From an optimization exercise on the open Yosys and OpenROAD flow, aimed at small area; shortcuts taken in it are not production practice.
The RTL was checked by simulation tests, not by an equivalence proof against the original design.

old:
==> flow/design.v (excerpt) <==
module inst_queue_top (
  input  logic        clk,
  input  logic        rst,
  input  logic        flush,
  input  logic        w_ena_1,
  input  logic        w_ena_2,
  input  logic [31:0] w_pc_1,
  input  logic [31:0] w_pc_2,
  input  logic [31:0] w_inst_1,
  input  logic [31:0] w_inst_2,
  input  logic        r_ena_1,
  input  logic        r_ena_2,
  output logic        q_valid_1,
  output logic        q_valid_2,
  output logic [31:0] q_pc_1,
  output logic [31:0] q_pc_2,
  output logic [31:0] q_inst_1,
  output logic [31:0] q_inst_2,
  output logic        full,
  output logic        empty,
  output logic [4:0]  count
);
==> module inst_queue, before the edit <==
module inst_queue #(
  parameter int DEPTH = inst_queue_pkg::IQ_DEPTH,
  parameter int PTR_W = inst_queue_pkg::IQ_PTR_W
) (
  input  logic         clk,
  input  logic         rst,
  input  logic                              flush,
  input  logic                              w_ena_1,
  input  logic                              w_ena_2,
  input  logic [inst_queue_pkg::PC_W-1:0]   w_pc_1,
  input  logic [inst_queue_pkg::PC_W-1:0]   w_pc_2,
  input  logic [inst_queue_pkg::INST_W-1:0] w_inst_1,
  input  logic [inst_queue_pkg::INST_W-1:0] w_inst_2,
  input  logic                              r_ena_1,
  input  logic                              r_ena_2,
  output logic                              q_valid_1,
  output logic                              q_valid_2,
  output logic [inst_queue_pkg::PC_W-1:0]   q_pc_1,
  output logic [inst_queue_pkg::PC_W-1:0]   q_pc_2,
  output logic [inst_queue_pkg::INST_W-1:0] q_inst_1,
  output logic [inst_queue_pkg::INST_W-1:0] q_inst_2,
  output logic                              full,
  output logic                              empty,
  output logic [PTR_W:0]                    count
);
  localparam int W  = inst_queue_pkg::PC_W + inst_queue_pkg::INST_W;
  localparam int NB = DEPTH / 2;
  localparam logic [PTR_W:0] FULL_TH = (PTR_W+1)'(DEPTH - 2);
  logic [PTR_W-1:0] tail_q, tail_d;
  logic [PTR_W:0]   cnt_q,  cnt_d;
  logic             full_w, accept_w, clr_w;
  logic [1:0]       nw_w, nr_req_w, nr_w;
  assign full_w   = (cnt_q > FULL_TH);
  assign accept_w = ~full_w;
  assign clr_w    = rst | flush;
  assign nw_w     = accept_w ? ({1'b0, w_ena_1} + {1'b0, w_ena_2}) : 2'd0;
  assign nr_req_w = inst_queue_pkg::req_pops(r_ena_1, r_ena_2);
  assign nr_w     = ((PTR_W+1)'(nr_req_w) > cnt_q) ? cnt_q[1:0] : nr_req_w;
  always_comb begin
    tail_d = tail_q + (PTR_W)'(nw_w);
    cnt_d  = cnt_q + (PTR_W+1)'(nw_w) - (PTR_W+1)'(nr_w);
    if (clr_w) begin
      tail_d = '0;
      cnt_d  = '0;
    end
  end
  always_ff @(posedge clk) begin
    tail_q <= tail_d;
    cnt_q  <= cnt_d;
  end
  logic            we_a, we_b;
  logic [PTR_W-1:0] tail_p1;
  logic [NB-1:0]   we_e, we_o;
  logic [W-1:0]    wdata_e, wdata_o;
  assign we_a    = accept_w & (w_ena_1 | w_ena_2) & ~clr_w;
  assign we_b    = accept_w & w_ena_1 & w_ena_2 & ~clr_w;
  assign tail_p1 = tail_q + (PTR_W)'(1);
  always_comb begin
    for (int k = 0; k < NB; k++) begin
      we_e[k] = (we_a & (tail_q  == (PTR_W)'(2*k))) | (we_b & (tail_p1 == (PTR_W)'(2*k)));
      we_o[k] = (we_a & (tail_q  == (PTR_W)'(2*k+1))) | (we_b & (tail_p1 == (PTR_W)'(2*k+1)));
    end
  end
  assign wdata_e = (~tail_q[0] & w_ena_1) ? {w_pc_1, w_inst_1} : {w_pc_2, w_inst_2};
  assign wdata_o = ( tail_q[0] & w_ena_1) ? {w_pc_1, w_inst_1} : {w_pc_2, w_inst_2};
  logic             hodd_q, hodd_d;
  logic [NB-1:0]    rsel_e, rsel_o, rsel_e_d, rsel_o_d;
  logic [W-1:0]     rdata_e, rdata_o;
  always_comb begin
    hodd_d   = hodd_q;
    rsel_e_d = rsel_e;
    rsel_o_d = rsel_o;
    if (nr_w == 2'd2) begin
      rsel_e_d = {rsel_e[NB-2:0], rsel_e[NB-1]};
      rsel_o_d = {rsel_o[NB-2:0], rsel_o[NB-1]};
    end else if (nr_w == 2'd1) begin
      hodd_d = ~hodd_q;
      if (hodd_q) rsel_o_d = {rsel_o[NB-2:0], rsel_o[NB-1]};
      else        rsel_e_d = {rsel_e[NB-2:0], rsel_e[NB-1]};
    end
    if (clr_w) begin
      hodd_d   = 1'b0;
      rsel_e_d = (NB)'(1);
      rsel_o_d = (NB)'(1);
    end
  end
  always_ff @(posedge clk) begin
    hodd_q <= hodd_d;
    rsel_e <= rsel_e_d;
    rsel_o <= rsel_o_d;
  end
  inst_queue_ram #(.N(NB), .W(W)) u_bank_e (
    .clk(clk), .we(we_e), .wdata(wdata_e), .rsel(rsel_e), .rdata(rdata_e)
  );
  inst_queue_ram #(.N(NB), .W(W)) u_bank_o (
    .clk(clk), .we(we_o), .wdata(wdata_o), .rsel(rsel_o), .rdata(rdata_o)
  );
  logic sel1_e, sel1_o, sel2_e, sel2_o;
  logic [W-1:0] q1, q2;
  assign q_valid_1 = (cnt_q != '0);
  assign q_valid_2 = (cnt_q > (PTR_W+1)'(1));
  assign sel1_e = q_valid_1 & ~hodd_q;
  assign sel1_o = q_valid_1 &  hodd_q;
  assign sel2_e = q_valid_2 &  hodd_q;
  assign sel2_o = q_valid_2 & ~hodd_q;
  assign q1 = ({W{sel1_e}} & rdata_e) | ({W{sel1_o}} & rdata_o);
  assign q2 = ({W{sel2_e}} & rdata_e) | ({W{sel2_o}} & rdata_o);
  assign q_pc_1   = q1[W-1 -: inst_queue_pkg::PC_W];
  assign q_inst_1 = q1[inst_queue_pkg::INST_W-1:0];
  assign q_pc_2   = q2[W-1 -: inst_queue_pkg::PC_W];
  assign q_inst_2 = q2[inst_queue_pkg::INST_W-1:0];
  assign full     = full_w;
  assign empty    = (cnt_q == '0);
  assign count    = cnt_q;
endmodule
Settings: LEC_CHECK=0, CAP_MARGIN=0, CORE_MARGIN=2, CORE_UTILIZATION=60, CTS_BUF_LIST=sky130_fd_sc_hd__clkbuf_16, CTS_CLUSTER_DIAMETER=100, CTS_CLUSTER_SIZE=25, SLEW_MARGIN=0; clock period 6.0 ns.
standard.sh (not shown) runs the stock make flow with config.mk's settings and CLKGATE_MAP_FILE= SYNTH_SCRIPT=/design/flow/synth_recipe.tcl, a recipe that flattens the netlist after the stock synthesis.
==> flow/flow/run.sh <==
#!/bin/bash
# The standard layout (the standard.sh, standard synthesis unchanged), with two changes:
# port buffers use the smallest buffer cell, and CTS inserts no dummy loads.
set -euo pipefail
export BUFFER_PORTS_ARGS="-buffer_cell sky130_fd_sc_hd__buf_1"
export CTS_ARGS="-sink_clustering_enable -repair_clock_nets -dont_use_dummy_load -buf_list sky130_fd_sc_hd__clkbuf_16 -sink_clustering_size 25 -sink_clustering_max_diameter 100"
bash standard.sh finish > standard_flow.log 2>&1
diff inputs: old => new
diff --git a/flow/design.v b/flow/design.v
--- a/flow/design.v
+++ b/flow/design.v
@@ -96,6 +96,6 @@
     end
   end
-  assign wdata_e = (~tail_q[0] & w_ena_1) ? {w_pc_1, w_inst_1} : {w_pc_2, w_inst_2};
-  assign wdata_o = ( tail_q[0] & w_ena_1) ? {w_pc_1, w_inst_1} : {w_pc_2, w_inst_2};
+  assign wdata_e = ~((~tail_q[0] & w_ena_1) ? {w_pc_1, w_inst_1} : {w_pc_2, w_inst_2});
+  assign wdata_o = ~(( tail_q[0] & w_ena_1) ? {w_pc_1, w_inst_1} : {w_pc_2, w_inst_2});
   logic             hodd_q, hodd_d;
   logic [NB-1:0]    rsel_e, rsel_o, rsel_e_d, rsel_o_d;
@@ -138,6 +138,6 @@
   assign sel2_e = q_valid_2 &  hodd_q;
   assign sel2_o = q_valid_2 & ~hodd_q;
-  assign q1 = ({W{sel1_e}} & rdata_e) | ({W{sel1_o}} & rdata_o);
-  assign q2 = ({W{sel2_e}} & rdata_e) | ({W{sel2_o}} & rdata_o);
+  assign q1 = ({W{sel1_e}} & ~rdata_e) | ({W{sel1_o}} & ~rdata_o);
+  assign q2 = ({W{sel2_e}} & ~rdata_e) | ({W{sel2_o}} & ~rdata_o);
   assign q_pc_1   = q1[W-1 -: inst_queue_pkg::PC_W];
   assign q_inst_1 = q1[inst_queue_pkg::INST_W-1:0];
Notes after the runs:
For new, the end of the critical path was q_inst_2[12], unlike old, where it was q_pc_2[7]. | clock slew at the register clock pins of the worst setup and hold paths | higher: old |. Final cell area: new below old. new against old: initial core utilization closely matched the old numbers; met1 layer usage reported by global route has remained practically unchanged; share of the yosys chip area belonging to registers picked up an extra 1.4 points.

========
inst_queue_top with an RTL version that a note above also has.
Size in the first run: roughly 2300 cells after synthesis, roughly 1100 flip-flops, roughly 270 I/O pins, roughly 0.040 mm2 of cells after synthesis.
==> module inst_queue_ram, before the edit <==
module inst_queue_ram #(
  parameter int N = 8,
  parameter int W = 64
) (
  input  logic         clk,
  input  logic [N-1:0] we,
  input  logic [W-1:0] wdata,
  input  logic [N-1:0] rsel,
  output logic [W-1:0] rdata
);
  logic [W-1:0] mem_q [0:N-1];
  always_ff @(posedge clk) begin
    for (int i = 0; i < N; i++)
      if (we[i]) mem_q[i] <= wdata;
  end
  always_comb begin
    rdata = '0;
    for (int i = 0; i < N; i++)
      rdata = rdata | ({W{rsel[i]}} & mem_q[i]);
  end
endmodule
==> module inst_queue, before the edit <==
module inst_queue #(
  parameter int DEPTH = inst_queue_pkg::IQ_DEPTH,
  parameter int PTR_W = inst_queue_pkg::IQ_PTR_W
) (
  input  logic         clk,
  input  logic         rst,
  input  logic                              flush,
  input  logic                              w_ena_1,
  input  logic                              w_ena_2,
  input  logic [inst_queue_pkg::PC_W-1:0]   w_pc_1,
  input  logic [inst_queue_pkg::PC_W-1:0]   w_pc_2,
  input  logic [inst_queue_pkg::INST_W-1:0] w_inst_1,
  input  logic [inst_queue_pkg::INST_W-1:0] w_inst_2,
  input  logic                              r_ena_1,
  input  logic                              r_ena_2,
  output logic                              q_valid_1,
  output logic                              q_valid_2,
  output logic [inst_queue_pkg::PC_W-1:0]   q_pc_1,
  output logic [inst_queue_pkg::PC_W-1:0]   q_pc_2,
  output logic [inst_queue_pkg::INST_W-1:0] q_inst_1,
  output logic [inst_queue_pkg::INST_W-1:0] q_inst_2,
  output logic                              full,
  output logic                              empty,
  output logic [PTR_W:0]                    count
);
  localparam int W  = inst_queue_pkg::PC_W + inst_queue_pkg::INST_W;
  localparam int NB = DEPTH / 2;
  localparam logic [PTR_W:0] FULL_TH = (PTR_W+1)'(DEPTH - 2);
  logic [PTR_W-1:0] tail_q, tail_d;
  logic [PTR_W:0]   cnt_q,  cnt_d;
  logic             full_w, accept_w, clr_w;
  logic [1:0]       nw_w, nr_req_w, nr_w;
  assign full_w   = (cnt_q > FULL_TH);
  assign accept_w = ~full_w;
  assign clr_w    = rst | flush;
  assign nw_w     = accept_w ? ({1'b0, w_ena_1} + {1'b0, w_ena_2}) : 2'd0;
  assign nr_req_w = inst_queue_pkg::req_pops(r_ena_1, r_ena_2);
  assign nr_w     = ((PTR_W+1)'(nr_req_w) > cnt_q) ? cnt_q[1:0] : nr_req_w;
  always_comb begin
    tail_d = tail_q + (PTR_W)'(nw_w);
    cnt_d  = cnt_q + (PTR_W+1)'(nw_w) - (PTR_W+1)'(nr_w);
    if (clr_w) begin
      tail_d = '0;
      cnt_d  = '0;
    end
  end
  always_ff @(posedge clk) begin
    tail_q <= tail_d;
    cnt_q  <= cnt_d;
  end
  logic            we_a, we_b;
  logic [PTR_W-1:0] tail_p1;
  logic [NB-1:0]   we_e, we_o;
  logic [W-1:0]    wdata_e, wdata_o;
  assign we_a    = accept_w & (w_ena_1 | w_ena_2) & ~clr_w;
  assign we_b    = accept_w & w_ena_1 & w_ena_2 & ~clr_w;
  assign tail_p1 = tail_q + (PTR_W)'(1);
  always_comb begin
    for (int k = 0; k < NB; k++) begin
      we_e[k] = (we_a & (tail_q  == (PTR_W)'(2*k))) | (we_b & (tail_p1 == (PTR_W)'(2*k)));
      we_o[k] = (we_a & (tail_q  == (PTR_W)'(2*k+1))) | (we_b & (tail_p1 == (PTR_W)'(2*k+1)));
    end
  end
  assign wdata_e = ~((~tail_q[0] & w_ena_1) ? {w_pc_1, w_inst_1} : {w_pc_2, w_inst_2});
  assign wdata_o = ~(( tail_q[0] & w_ena_1) ? {w_pc_1, w_inst_1} : {w_pc_2, w_inst_2});
  logic             hodd_q, hodd_d;
  logic [NB-1:0]    rsel_e, rsel_o, rsel_e_d, rsel_o_d;
  logic [W-1:0]     rdata_e, rdata_o;
  always_comb begin
    hodd_d   = hodd_q;
    rsel_e_d = rsel_e;
    rsel_o_d = rsel_o;
    if (nr_w == 2'd2) begin
      rsel_e_d = {rsel_e[NB-2:0], rsel_e[NB-1]};
      rsel_o_d = {rsel_o[NB-2:0], rsel_o[NB-1]};
    end else if (nr_w == 2'd1) begin
      hodd_d = ~hodd_q;
      if (hodd_q) rsel_o_d = {rsel_o[NB-2:0], rsel_o[NB-1]};
      else        rsel_e_d = {rsel_e[NB-2:0], rsel_e[NB-1]};
    end
    if (clr_w) begin
      hodd_d   = 1'b0;
      rsel_e_d = (NB)'(1);
      rsel_o_d = (NB)'(1);
    end
  end
  always_ff @(posedge clk) begin
    hodd_q <= hodd_d;
    rsel_e <= rsel_e_d;
    rsel_o <= rsel_o_d;
  end
  inst_queue_ram #(.N(NB), .W(W)) u_bank_e (
    .clk(clk), .we(we_e), .wdata(wdata_e), .rsel(rsel_e), .rdata(rdata_e)
  );
  inst_queue_ram #(.N(NB), .W(W)) u_bank_o (
    .clk(clk), .we(we_o), .wdata(wdata_o), .rsel(rsel_o), .rdata(rdata_o)
  );
  logic sel1_e, sel1_o, sel2_e, sel2_o;
  logic [W-1:0] q1, q2;
  assign q_valid_1 = (cnt_q != '0);
  assign q_valid_2 = (cnt_q > (PTR_W+1)'(1));
  assign sel1_e = q_valid_1 & ~hodd_q;
  assign sel1_o = q_valid_1 &  hodd_q;
  assign sel2_e = q_valid_2 &  hodd_q;
  assign sel2_o = q_valid_2 & ~hodd_q;
  assign q1 = ({W{sel1_e}} & ~rdata_e) | ({W{sel1_o}} & ~rdata_o);
  assign q2 = ({W{sel2_e}} & ~rdata_e) | ({W{sel2_o}} & ~rdata_o);
  assign q_pc_1   = q1[W-1 -: inst_queue_pkg::PC_W];
  assign q_inst_1 = q1[inst_queue_pkg::INST_W-1:0];
  assign q_pc_2   = q2[W-1 -: inst_queue_pkg::PC_W];
  assign q_inst_2 = q2[inst_queue_pkg::INST_W-1:0];
  assign full     = full_w;
  assign empty    = (cnt_q == '0);
  assign count    = cnt_q;
endmodule
Settings: LEC_CHECK=0, CAP_MARGIN=0, CORE_MARGIN=2, CORE_UTILIZATION=70, SLEW_MARGIN=0; clock period 6.0 ns.
==> flow/flow/run.sh <==
#!/bin/bash
# The standard layout (the standard.sh, standard synthesis unchanged), with two changes:
# port buffers use the smallest buffer cell, and CTS uses smaller clusters of clkbuf_8
# with no dummy loads.
set -euo pipefail
export BUFFER_PORTS_ARGS="-buffer_cell sky130_fd_sc_hd__buf_1"
export CTS_ARGS="-sink_clustering_enable -repair_clock_nets -dont_use_dummy_load -buf_list sky130_fd_sc_hd__clkbuf_8 -sink_clustering_size 18 -sink_clustering_max_diameter 60"
bash standard.sh finish > standard_flow.log 2>&1
Edit:
--- a/flow/design.v
+++ b/flow/design.v
@@ -16,16 +16,17 @@
   parameter int W = 64
 ) (
   input  logic         clk,
   input  logic [N-1:0] we,
+  input  logic [N-1:0] hold,    
   input  logic [W-1:0] wdata,
   input  logic [N-1:0] rsel,
   output logic [W-1:0] rdata
 );
-  logic [W-1:0] mem_q [0:N-1];
+  logic [N-1:0][W-1:0] mem_q;
   always_ff @(posedge clk) begin
     for (int i = 0; i < N; i++)
-      if (we[i]) mem_q[i] <= wdata;
+      mem_q[i] <= ({W{we[i]}} & wdata) | ({W{hold[i]}} & mem_q[i]);
   end
   always_comb begin
     rdata = '0;
     for (int i = 0; i < N; i++)
@@ -60,8 +61,9 @@
   localparam int W  = inst_queue_pkg::PC_W + inst_queue_pkg::INST_W;
   localparam int NB = DEPTH / 2;
   localparam logic [PTR_W:0] FULL_TH = (PTR_W+1)'(DEPTH - 2);
   logic [PTR_W-1:0] tail_q, tail_d;
+  logic [PTR_W-1:0] tailn_q;    
   logic [PTR_W:0]   cnt_q,  cnt_d;
   logic             full_w, accept_w, clr_w;
   logic [1:0]       nw_w, nr_req_w, nr_w;
   assign full_w   = (cnt_q > FULL_TH);
@@ -79,21 +81,31 @@
     end
   end
   always_ff @(posedge clk) begin
     tail_q <= tail_d;
+    tailn_q <= ~tail_d;
     cnt_q  <= cnt_d;
   end
-  logic            we_a, we_b;
-  logic [PTR_W-1:0] tail_p1;
-  logic [NB-1:0]   we_e, we_o;
-  logic [W-1:0]    wdata_e, wdata_o;
+  logic             we_a, we_b;
+  logic [DEPTH-1:0] at_tail, at_tailn, we_w, hold_w;
+  logic [NB-1:0]    we_e, we_o, hold_e, hold_o;
+  logic [W-1:0]     wdata_e, wdata_o;
   assign we_a    = accept_w & (w_ena_1 | w_ena_2) & ~clr_w;
   assign we_b    = accept_w & w_ena_1 & w_ena_2 & ~clr_w;
-  assign tail_p1 = tail_q + (PTR_W)'(1);
-  always_comb begin
+  always_comb begin
+    for (int p = 0; p < DEPTH; p++) begin
+      at_tail[p]  = (tail_q == (PTR_W)'(p));
+      at_tailn[p] = (tailn_q == (PTR_W)'(DEPTH-1-p));
+    end
+    for (int p = 0; p < DEPTH; p++) begin
+      we_w[p]   =  ((we_a & at_tail[p])  | (we_b & at_tail[(p+DEPTH-1)%DEPTH]));
+      hold_w[p] = ~((we_a & at_tailn[p]) | (we_b & at_tailn[(p+DEPTH-1)%DEPTH]));
+    end
     for (int k = 0; k < NB; k++) begin
-      we_e[k] = (we_a & (tail_q  == (PTR_W)'(2*k))) | (we_b & (tail_p1 == (PTR_W)'(2*k)));
-      we_o[k] = (we_a & (tail_q  == (PTR_W)'(2*k+1))) | (we_b & (tail_p1 == (PTR_W)'(2*k+1)));
+      we_e[k]   = we_w[2*k];
+      we_o[k]   = we_w[2*k+1];
+      hold_e[k] = hold_w[2*k];
+      hold_o[k] = hold_w[2*k+1];
     end
   end
   assign wdata_e = ~((~tail_q[0] & w_ena_1) ? {w_pc_1, w_inst_1} : {w_pc_2, w_inst_2});
   assign wdata_o = ~(( tail_q[0] & w_ena_1) ? {w_pc_1, w_inst_1} : {w_pc_2, w_inst_2});
@@ -123,12 +135,12 @@
     rsel_e <= rsel_e_d;
     rsel_o <= rsel_o_d;
   end
   inst_queue_ram #(.N(NB), .W(W)) u_bank_e (
-    .clk(clk), .we(we_e), .wdata(wdata_e), .rsel(rsel_e), .rdata(rdata_e)
+    .clk(clk), .we(we_e), .hold(hold_e), .wdata(wdata_e), .rsel(rsel_e), .rdata(rdata_e)
   );
   inst_queue_ram #(.N(NB), .W(W)) u_bank_o (
-    .clk(clk), .we(we_o), .wdata(wdata_o), .rsel(rsel_o), .rdata(rdata_o)
+    .clk(clk), .we(we_o), .hold(hold_o), .wdata(wdata_o), .rsel(rsel_o), .rdata(rdata_o)
   );
   logic sel1_e, sel1_o, sel2_e, sel2_o;
   logic [W-1:0] q1, q2;
   assign q_valid_1 = (cnt_q != '0);
=> The changed run produced a clean layout. Setup slack gets worse by 110 ps. First-iteration DRC count rose by 68%. Die area stays flat. Global-route usage grows by 12 points. Critical path depth came out lower by 1. Via count rises by 49%. Worst hold slack gets worse by 30 ps. Non-clock buffer count rises by 25.

-- port drivers added, routing unchanged --
No port has a modelled driver above. Below, the same layouts with a new extraction and two added sets of constraints.
Step 1: set_driving_cell puts a clkbuf_16 on clk and a buf_2 on each other input, an assumption about the parent block.
Step 2 times the ports against the registers' clock, not the clock port: input delays grow and output delays shrink by t, the midpoint of the rising clock arrivals with the driver on.
Three values: no drivers, after step 1, after step 2; two values: the first two.
run | t (ns) | setup WS [ns] | pins driven straight from the clock port
old | 0.672 | 1.379 / 1.311 / 1.816 | 1
new | 0.661 | 1.504 / 1.439 / 1.568 | 1
the first run of note 2 | 0.726 | 1.236 / 1.170 / 1.520 | 1
the second run of note 2 | 0.760 | 1.126 / 1.062 / 1.585 | 1
After both steps every run listed still meets setup and hold.
